This is an optimization exercise on Yosys and OpenROAD, whose aim is small area, a short achievable clock period and few clock cycles per item, not a production implementation. At most, simulation tests tie the RTL to the original design; equivalence was not proved. Power is estimated from default activity; no workload was simulated.

==> flow/design.v (excerpt) <==
module battery_soc_power_mode_controller
(
  input  logic                clk,
  input  logic                rst,
  input  logic                s_tvalid,
  output logic                s_tready,
  input  logic [bspmc_pkg::OpW-1:0]      s_tuser,
  input  logic [bspmc_pkg::InDatW-1:0]   s_tdata,
  output logic                m_tvalid,
  input  logic                m_tready,
  output logic [bspmc_pkg::OutDatW-1:0]  m_tdata,
  input  logic                cfg_valid,
  output logic                cfg_ready,
  input  logic [bspmc_pkg::CfgIdxW-1:0]  cfg_index,
  input  logic [bspmc_pkg::CfgDatW-1:0]  cfg_data
);
export LEC_CHECK = 0
export CAP_MARGIN = 20
export CORE_MARGIN = 2
export CORE_UTILIZATION = 40
export PLACE_DENSITY = 0.6
export SETUP_SLACK_MARGIN = 2.0
export SLEW_MARGIN = 20
export TNS_END_PERCENT = 100
create_clock -name core_clock -period 5.0 [get_ports {clk}]
standard.sh (not shown) runs the stock make flow with config.mk's settings and CLKGATE_MAP_FILE= SYNTH_SCRIPT=/design/flow/synth_recipe.tcl, a recipe that flattens the netlist after the stock synthesis.
==> flow/flow/run.sh <==
#!/bin/bash
# Standard ORFS layout, except that synthesis maps with the delay-driven ABC
# script in flow/abc_speed.script and without the adder cell mapping, and the
# port buffers are sky130_fd_sc_hd__buf_1.
set -euo pipefail
rm -rf scripts_abc
cp -r "$FLOW_HOME/scripts" scripts_abc
cp flow/abc_speed.script scripts_abc/abc_speed.script
bash standard.sh SCRIPTS_DIR="$PWD/scripts_abc" ADDER_MAP_FILE= BUFFER_PORTS_ARGS="-buffer_cell sky130_fd_sc_hd__buf_1" finish > standard.log 2>&1
==> flow/flow/abc_speed.script <==
strash
dch
map -D 2000
topo
stime -c
buffer -c
upsize -c -D 2000
dnsize -c -D 2000
The baseline completed with no timing, DRC or antenna violations.
Testbench counts at the start, summed over its fixed seeds: cycles 12,008, items 12,000.
Edit:
--- a/flow/design.v
+++ b/flow/design.v
@@ -153,35 +153,25 @@
   assign cap_n = ~{1'b0, capacity};
   assign csa_s = {1'b0, charge_total} ^ {{(CountW+1-CStepW){1'b0}}, charge_step} ^ cap_n;
   assign csa_c = ({1'b0, charge_total} & {{(CountW+1-CStepW){1'b0}}, charge_step})
                | ({1'b0, charge_total} & cap_n)
                | ({{(CountW+1-CStepW){1'b0}}, charge_step} & cap_n);
   assign count_ovf = {1'b0, csa_s} + {csa_c, 1'b0};
   assign count_up = count_ovf[CountW+1] ? capacity : count_sum[CountW-1:0];
   assign count_dn = count_dif[CountW] ? '0 : count_dif[CountW-1:0];
-  logic [SocW-1:0] ovf_s, ovf_c;
-  logic [SocW:0]   ovf_x;
-  logic            soc_ovf;
-  always_comb begin
-    for (int i = 0; i < SocW; i++) begin
-      if (i < SStepW) begin
-        ovf_s[i] = ~(soc_est[i] ^ soc_step[i]);
-        ovf_c[i] = soc_est[i] | soc_step[i];
-      end else if (i < SocW-1) begin
-        ovf_s[i] = ~soc_est[i];
-        ovf_c[i] = soc_est[i];
-      end else begin
-        ovf_s[i] = soc_est[i];
-        ovf_c[i] = 1'b0;
-      end
-    end
-  end
-  assign ovf_x   = {1'b0, ovf_s} + {ovf_c, 1'b0};
-  assign soc_ovf = ovf_x[SocW];
+  logic [7:0]  soc_hi;
+  logic        c16, lo_nz;
+  logic        soc_ovf;
+  assign soc_hi  = soc_est[SocW-1:16];
+  assign c16     = soc_sum[16] ^ soc_hi[0];    
+  assign lo_nz   = |soc_sum[15:0];
+  assign soc_ovf = (soc_hi > 8'd128)
+                 | ((soc_hi == 8'd128) & (c16 | lo_nz))
+                 | ((soc_hi == 8'd127) & c16 & lo_nz);
   assign soc_up = soc_ovf ? bspmc_pkg::SOC_ONE : soc_sum[SocW-1:0];
   assign soc_dn = soc_dif[SocW] ? '0 : soc_dif[SocW-1:0];
   logic lt_crit, lt_surv, lt_low;
   logic sel_crit, sel_surv, sel_low, sel_cur;
   assign lt_crit  = soc_est < crit_th;
   assign lt_surv  = soc_est < surv_th;
   assign lt_low   = soc_est < lowpwr_th;
   assign sel_crit = lt_crit;
What happened: The changed run passed the timing, DRC and antenna checks; via count goes down by 2.4%; synthesized cell count goes down by 2.1%; total power goes up by 0.89%; area after synthesis goes down by 0.70%; global-route usage goes down by 1.3 points; non-clock buffer count goes up by 25; clock power goes up by about 4%; worst hold slack stays flat; worst setup slack improves by 0.023 ns; routed wire length goes down by 5.9%; die area goes down by 0.69%; design area goes up by 3.0%; combinational power goes down by about 0.5%.
The RTL of the second run of this note was laid out without a check of its function.

## what the ideal ports hide
Ports are ideal in the flow. The routed layouts listed here were re-timed in OpenROAD. Step 1 assumes that a clkbuf_16 drives the clock port and a buf_2 every other input. Step 2 moves the port delays by t, midway between the first and last clock arrival at a register: inputs arrive t later, outputs are due t later. That takes back most of the time a late clock gives input paths. Three values: ideal ports, drivers, drivers and shift; two values: the first two.
| run | shift t [ns] | setup slack, ns | worst slew at a driven data input, ns |
|---|---|---|---|
| the first run | 0.501 | 1.896 / 1.896 / 1.694 | 0.06 |
| the second run | 0.490 | 1.919 / 1.919 / 1.501 | 0.07 |
After both steps every run listed still meets setup and hold. The setup slack of the second run, which loses most, moves by 0.000 ns with the drivers and by -0.418 ns with both steps.
